This design comes from an exercise in tuning for small area on the open sky130 flow, not from production work. The RTL was checked by simulation tests, not by an equivalence proof against the original design. Power figures rest on the tool's default switching activity, not on a simulated workload.

// retire_trace_buffer
module retire_trace_buffer #(
  parameter int DEPTH  = 16,
  parameter int DROP_W = 16
) (
  input  logic                     clk_i,
  input  logic                     rstn_i,
  input  logic                     clear_i,
  input  logic                     update_i,
  input  logic [riscv_pkg::XLEN-1:0]          pc_i,
  input  logic [riscv_pkg::XLEN-1:0]          instr_i,
  input  logic [4:0]               reg_addr_i,
  input  logic [riscv_pkg::XLEN-1:0]          reg_data_i,
  input  logic [riscv_pkg::XLEN-1:0]          mem_addr_i,
  input  logic [riscv_pkg::XLEN-1:0]          mem_data_i,
  input  logic                     mem_wrt_i,
  input  logic                     mem_read_i,
  output logic                     trace_valid_o,
  input  logic                     trace_ready_i,
  output logic [riscv_pkg::XLEN-1:0]          trace_pc_o,
  output logic [riscv_pkg::XLEN-1:0]          trace_instr_o,
  output logic [4:0]               trace_reg_addr_o,
  output logic [riscv_pkg::XLEN-1:0]          trace_reg_data_o,
  ...
export LEC_CHECK = 0
export CAP_MARGIN = 5
export CORE_MARGIN = 2
export CORE_UTILIZATION = 60
export SLEW_MARGIN = 5
create_clock -name core_clock -period 8.0 [get_ports {clk_i}]
standard.sh (not shown) runs the stock make flow with config.mk's settings and CLKGATE_MAP_FILE= SYNTH_SCRIPT=/design/flow/synth_recipe.tcl, a recipe that flattens the netlist after the stock synthesis.
==> flow/flow/run.sh <==
#!/bin/bash
# Standard ORFS layout (standard.sh, unchanged synthesis) with three placement/CTS choices:
#  - ports are buffered with buf_1 instead of the tool's default pick
#  - CTS clusters more sinks per leaf buffer and inserts no dummy loads
# All of make's output goes to flow_make.log in the work folder; ORFS keeps each step's
# own log under orfs/logs/.
set -euo pipefail
bash standard.sh \
  "BUFFER_PORTS_ARGS=-buffer_cell sky130_fd_sc_hd__buf_1" \
  "CTS_ARGS=-sink_clustering_enable -repair_clock_nets -dont_use_dummy_load -sink_clustering_size 25 -sink_clustering_max_diameter 90" \
  finish > flow_make.log 2>&1
The first run passed the timing, design-rule and antenna checks.
==> next run, changes <==
--- a/flow/config.mk
+++ b/flow/config.mk
@@ -8 +8 @@
-export CAP_MARGIN = 5
+export CAP_MARGIN = 20
@@ -11 +11 @@
-export SLEW_MARGIN = 5
+export SLEW_MARGIN = 20
Count of clock-buffer cells in the layout fell by 1.
Register-to-register slack barely changes.
Total power stays flat.
Worst hold slack is about the same.
Combinational power stays flat.

* * *

Another version of the RTL of retire_trace_buffer (not shown whole).
For scale: ~110000 sq um of cells after synthesis.
export LEC_CHECK = 0
export CAP_MARGIN = 20
export CORE_MARGIN = 2
export CORE_UTILIZATION = 60
export CTS_BUF_LIST = sky130_fd_sc_hd__clkbuf_8
export CTS_CLUSTER_SIZE = 20
export SLEW_MARGIN = 20
create_clock -name core_clock -period 8.0 [get_ports {clk_i}]
run.sh (not shown) runs the stock make flow with config.mk's settings and CLKGATE_MAP_FILE= SYNTH_SCRIPT=/design/flow/synth_recipe.tcl, a recipe that flattens the netlist after the stock synthesis.
Stock flow here: none of the scripts above is used.
The baseline completed with no timing, DRC or antenna violations.
==> next run, changes <==
==> flow/flow/run.sh (new file) <==
#!/bin/bash
# Standard ORFS layout (standard.sh, unchanged synthesis) with three placement/CTS choices:
#  - ports are buffered with buf_1 instead of the tool's default pick
#  - CTS clusters more sinks per leaf buffer and inserts no dummy loads
# All of make's output goes to flow_make.log in the work folder; ORFS keeps each step's
# own log under orfs/logs/.
set -euo pipefail
bash standard.sh \
  "BUFFER_PORTS_ARGS=-buffer_cell sky130_fd_sc_hd__buf_1" \
  "CTS_ARGS=-sink_clustering_enable -repair_clock_nets -dont_use_dummy_load -sink_clustering_size 25 -sink_clustering_max_diameter 90" \
  finish > flow_make.log 2>&1
==> flow/standard.sh (new file) <==
#!/bin/bash
# synth_recipe.tcl (not shown) runs the flow's synth.tcl, then flattens the netlist and writes it again
# the make line also repeats each setting of config.mk as NAME=value (left out here)
make -C /OpenROAD-flow-scripts/flow DESIGN_CONFIG=/design/flow/config.mk WORK_HOME=/design/flow/orfs CLKGATE_MAP_FILE= SYNTH_SCRIPT=/design/flow/synth_recipe.tcl "${@:-finish}"
CTS_BUF_LIST = unset   (was sky130_fd_sc_hd__clkbuf_8)
CTS_CLUSTER_SIZE = unset   (was 20)
removed: flow/run.sh
Result: Sequential power hardly moves; die area does not change; via count falls by 2.7%; critical path depth does not change; count of clock-buffer cells in the layout falls by 468; routed wire length falls by 1.2%; design area falls by 7.2%; utilization falls by 4.8 points; clock skew rises by 0.017 ns; sequential cell count does not change.
==> next run, changes <==
==> flow/run.sh (new file) <==
#!/bin/bash
# synth_recipe.tcl (not shown) runs the flow's synth.tcl, then flattens the netlist and writes it again
# the make line also repeats each setting of config.mk as NAME=value (left out here)
make -C /OpenROAD-flow-scripts/flow DESIGN_CONFIG=/design/flow/config.mk WORK_HOME=/design/flow/orfs CLKGATE_MAP_FILE= SYNTH_SCRIPT=/design/flow/synth_recipe.tcl finish
CORE_UTILIZATION = 40   (was 60)
removed: flow/flow/run.sh
removed: flow/standard.sh
- cell area rises by roughly a tenth
- power rises by a quarter to a third
- sequential share of layout area falls by 4.9 points
- final cell count rises by about a fifth
- routed wire length rises by a little under a tenth
- first-iteration DRC count falls by a few percent
- die area rises by well over a third
- non-clock buffer count rises by 22
- register-to-register slack improves by 0.97 ns

* * *

Another version of the RTL of retire_trace_buffer (not shown whole).
Size in the first run: about 9000 cells after synthesis, about 3000 flip-flops, roughly 380 I/O pins.
==> flow/config.mk <==
export PLATFORM = sky130hd
export DESIGN_NAME = retire_trace_buffer
export DESIGN_NICKNAME = retire_trace_buffer
export VERILOG_FILES = /design/flow/design.v
export SDC_FILE = /design/flow/constraint.sdc
export NUM_CORES = 4
export LEC_CHECK = 0
export CAP_MARGIN = 20
export CORE_MARGIN = 2
export CORE_UTILIZATION = 60
export SLEW_MARGIN = 20
export SYNTH_HIERARCHICAL = 1
export SYNTH_MINIMUM_KEEP_SIZE = 0
==> flow/constraint.sdc <==
create_clock -name core_clock -period 8.0 [get_ports {clk_i}]
set_input_delay 1.6000 -clock core_clock [delete_from_list [all_inputs] [get_ports {clk_i}]]
set_output_delay 1.6000 -clock core_clock [all_outputs]
set_load 0.01 [all_outputs]
standard.sh (not shown) runs the stock make flow with config.mk's settings and CLKGATE_MAP_FILE= SYNTH_SCRIPT=/design/flow/synth_recipe.tcl, a recipe that flattens the netlist after the stock synthesis.
==> flow/flow/run.sh <==
#!/bin/bash
# Standard ORFS layout (standard.sh, unchanged synthesis) with three placement/CTS choices:
#  - ports are buffered with buf_1 instead of the tool's default pick
#  - CTS clusters more sinks per leaf buffer and inserts no dummy loads
# All of make's output goes to flow_make.log in the work folder; ORFS keeps each step's
# own log under orfs/logs/.
set -euo pipefail
bash standard.sh \
  "BUFFER_PORTS_ARGS=-buffer_cell sky130_fd_sc_hd__buf_1" \
  "CTS_ARGS=-sink_clustering_enable -repair_clock_nets -dont_use_dummy_load -sink_clustering_size 25 -sink_clustering_max_diameter 90" \
  finish > flow_make.log 2>&1
The first run produced a clean layout.
Then changed:
==> flow/flow/run.sh (replaced) <==
#!/bin/bash
# Standard ORFS layout (standard.sh, unchanged synthesis) with two placement/CTS choices:
#  - ports are buffered with buf_1 instead of the tool's default pick
#  - CTS clusters more sinks per leaf buffer and inserts no dummy loads
# All of make's output goes to flow_make.log in the work folder; ORFS keeps each step's
# own log under orfs/logs/.
set -euo pipefail
bash standard.sh \
  "BUFFER_PORTS_ARGS=-buffer_cell sky130_fd_sc_hd__buf_1" \
  "CTS_ARGS=-sink_clustering_enable -repair_clock_nets -dont_use_dummy_load -buf_list sky130_fd_sc_hd__clkbuf_8 -sink_clustering_size 16 -sink_clustering_max_diameter 60" \
  finish > flow_make.log 2>&1
- CORE_UTILIZATION: 60 -> 70
- PLACE_DENSITY: default -> 0.76
- Now the flow ran to the end with violations: slew limit
- wire length falls by 3.8%
- global-route usage rises by 5.0 points
- clock power falls by 11%
- maximum frequency falls by 3.3%
- sequential power is about the same
Then changed:
- CORE_UTILIZATION: 70 -> 60
- PLACE_DENSITY: 0.76 -> default
The changed run ran to the end with no violations.
Worst hold slack barely changes.
Global-route usage falls by 4.9 points.
Wire length rises by 4.2%.
Worst setup slack is better by 48 ps.
Combinational power falls by about 1%.
Total power rises by 0.38%.
Cell count rises by 3.2%.

-- afterwards: timing with drivers on the ports --
No port has a modelled driver above. Below, the same layouts with a new extraction and two added sets of constraints.
Step 1: set_driving_cell puts a clkbuf_16 on clk_i and a buf_2 on each other input, an assumption about the parent block.
Step 2 times the ports against the registers' clock, not the clock port: input delays grow and output delays shrink by t, the midpoint of the rising clock arrivals with the driver on.
a / b / c = no drivers / after step 1 / after step 2; a / b = the first two.
| run | t, ns | setup WS [ns] | hold WS [ns] | latest minus earliest clock arrival (ns) | worst data-port slew with drivers (ns) |
|---|---|---|---|---|---|
| the first run of note 1 | 0.926 | 2.435 / 2.335 / 2.571 | 0.475 / 0.475 / 0.475 | 0.063 / 0.064 | 0.20 |
| the second run of note 1 | 0.920 | 2.444 / 2.341 / 2.751 | 0.474 / 0.474 / 0.474 | 0.072 / 0.072 | 0.20 |
| the first run of note 2 | 1.245 | 1.737 / 1.634 / 1.879 | 0.324 / 0.292 / 0.476 | 0.047 / 0.047 | 0.19 |
| the second run of note 2 | 0.910 | 2.457 / 2.360 / 2.494 | 0.480 / 0.480 / 0.480 | 0.090 / 0.090 | 0.18 |
| the third run of note 2 | 1.050 | 1.950 / 1.843 / 2.111 | 0.474 / 0.474 / 0.474 | 0.105 / 0.106 | 0.21 |
| the first run of note 3 | 0.914 | 2.396 / 2.297 / 2.734 | 0.472 / 0.472 / 0.472 | 0.062 / 0.062 | 0.20 |
| the second run of note 3 | 1.033 | 2.202 / 2.112 / 2.691 | 0.473 / 0.473 / 0.473 | 0.108 / 0.108 | 0.18 |
| the third run of note 3 | 1.110 | 2.251 / 2.150 / 2.779 | 0.475 / 0.475 / 0.475 | 0.071 / 0.072 | 0.21 |
